This design comes from an exercise in tuning for small area, a short achievable clock period and few clock cycles per item on the open sky130 flow, not from production work. The RTL was checked by simulation tests, not by an equivalence proof against the original design. Power is estimated from default activity; no workload was simulated.

Setup of the baseline:
## page_replacement_fifo_lru
module page_replacement_fifo_lru #(
  localparam int PAGE_W     = 5,
  localparam int FRAME_W    = 5,
  localparam int TOTAL_W    = 16,
  localparam int CFG_IDX_W  = 1,
  localparam int CFG_DATA_W = 6
) (
  input  wire                   clk,
  input  wire                   rst,
  input  wire                   req_valid,
  output logic                  req_ready,
  input  wire  [PAGE_W-1:0]     req_page_number,
  output logic                  rsp_valid,
  input  wire                   rsp_ready,
  output logic                  rsp_fault,
  output logic [FRAME_W-1:0]    rsp_frame,
  output logic                  rsp_evicted_valid,
  output logic [PAGE_W-1:0]     rsp_evicted_page,
  output logic [TOTAL_W-1:0]    rsp_fault_total,
  input  wire                   cfg_valid,
  output logic                  cfg_ready,
  input  wire  [CFG_IDX_W-1:0]  cfg_index,
  input  wire  [CFG_DATA_W-1:0] cfg_data
);
export LEC_CHECK = 0
export CAP_MARGIN = 20
export CORE_MARGIN = 2
export CORE_UTILIZATION = 30
export CTS_BUF_LIST = sky130_fd_sc_hd__clkbuf_8
export CTS_CLUSTER_DIAMETER = 60
export CTS_CLUSTER_SIZE = 14
export PLACE_DENSITY = 0.75
export SETUP_SLACK_MARGIN = 5
export SLEW_MARGIN = 20
create_clock -name core_clock -period 8.0 [get_ports {clk}]
run.sh (not shown) runs the stock make flow with config.mk's settings and CLKGATE_MAP_FILE= SYNTH_SCRIPT=/design/flow/synth_recipe.tcl, a recipe that flattens the netlist after the stock synthesis.
Per the final summary, the baseline finished and its layout is clean on timing, DRC and antenna.
Testbench counts of the baseline, summed over its fixed seeds: cycles 14,939, refs 14,400.
Modified inputs, the candidate compared to the baseline
- clearing PLACE_DENSITY, which used to be 0.75
==> comparison <==
From the baseline to the candidate the numbers moved as follows: area fraction in and, or, nand and nor cells after synthesis about even; compound-gate portion of the synthesized area about even.
Taking the baseline as the reference, in the candidate worst setup slack after placement now smaller; final cycle utilization of the critical path fell by 2.3 points; routed wire length on met3 shrank by about 12%.
Diff the baseline -> the candidate: number of maximum-capacitance violations flat; first-pass GRT wire length down about 0.32%; post-route standard cell area excluding fillers flat.
Wire: the candidate routes more than the baseline
Maximum frequency delta for the candidate relative to the baseline: 6.0% higher
The candidate gives more clock network fraction of design power than the baseline did.

* * *

Another version of the RTL of page_replacement_fifo_lru (not shown whole).
Size in the first run: roughly 4,700 cells after synthesis, ~710 flip-flops, about 48 I/O pins, about 41,000 um2 of cells after synthesis.
export LEC_CHECK = 0
export CAP_MARGIN = 20
export CORE_MARGIN = 2
export CORE_UTILIZATION = 30
export SETUP_SLACK_MARGIN = 5
export SLEW_MARGIN = 20
create_clock -name core_clock -period 8.0 [get_ports {clk}]
Testbench counts at the start, summed over its fixed seeds: cycles 14,939, refs 14,400.
Edit:
- CTS_BUF_LIST: not set -> sky130_fd_sc_hd__clkbuf_8
- CTS_CLUSTER_DIAMETER: not set -> 60
- CTS_CLUSTER_SIZE: not set -> 14
After rerunning: The changed run finished clean; cell area falls by about 1%; power falls by about 8%; global-route usage rises by 0.35 points.

* * *

== the previous run ==
Another version of the RTL of page_replacement_fifo_lru (not shown whole).
For scale: roughly 4700 cells after synthesis, roughly 700 flip-flops, roughly 48 I/O pins.
clock: 8.0 ns
lec_check: 0
cap_margin: 20
core_margin: 2
core_utilization: 30
cts_buf_list: sky130_fd_sc_hd__clkbuf_8
cts_cluster_diameter: 60
cts_cluster_size: 14
place_density: 0.75
setup_slack_margin: 5
slew_margin: 20
Testbench counts of the previous run, summed over its fixed seeds: cycles 14,939, refs 14,400.
Here is what was changed in the inputs of the current run compared with the previous run.
- removing PLACE_DENSITY (formerly 0.75)
## What came out
The previous run reports its capturing instance or port of the critical path as t_vec[10] while the current run reports t_vec[23]. Any difference in number of failing hold endpoints at the final stage between the current run and the previous run is small enough to ignore. Compared with the previous run, final design area excluding fillers in the current run increased slightly. For the placement-stage worst setup slack, the current run came in 0.35 ns lower than the previous run did. Taking the previous run as 1.0, the current run lands at 1.15 on clock buffer count from CTS. As far as fraction of the yosys area taken by sequential cells goes, the previous run and the current run are indistinguishable; the numbers are identical. Delta(count of filler cells inserted in the layout, the current run - the previous run) > 0. Going from the previous run to the current run, the non-clock buffer count in the final layout was found to have gone up by 2.3%. Proportion of cell area occupied by registers was lower in the run labelled the current run.

==> afterwards: timing with drivers on the ports <==
No port has a modelled driver above. Below, the same layouts with a new extraction and two added sets of constraints.
Step 1 sets driving cells, clkbuf_16 on the clock port and buf_2 on the other inputs (assumed; they add their load-dependent delay and slew).
Step 2 also shifts input and output timing later by t, the mid clock arrival at the registers, as if the neighbouring blocks saw the same clock.
Slacks: ideal / step 1 / step 2; pairs: ideal / step 1.
run | t (ns) | setup slack, ns | worst slew at a driven data input, ns
the baseline | 0.827 | 4.723 / 4.723 / 4.375 | 0.04
the candidate | 0.842 | 4.910 / 4.910 / 4.330 | 0.06
the first run of note 2 | 0.758 | 4.611 / 4.611 / 4.405 | 0.04
the second run of note 2 | 0.856 | 4.755 / 4.755 / 4.425 | 0.04
the previous run | 0.807 | 4.887 / 4.887 / 4.324 | 0.04
the current run | 0.807 | 4.884 / 4.884 / 4.440 | 0.04
After both steps setup and hold are still met in every run listed. The setup slack of the candidate, which loses most, moves by 0.000 ns with the drivers and by -0.580 ns with both steps.
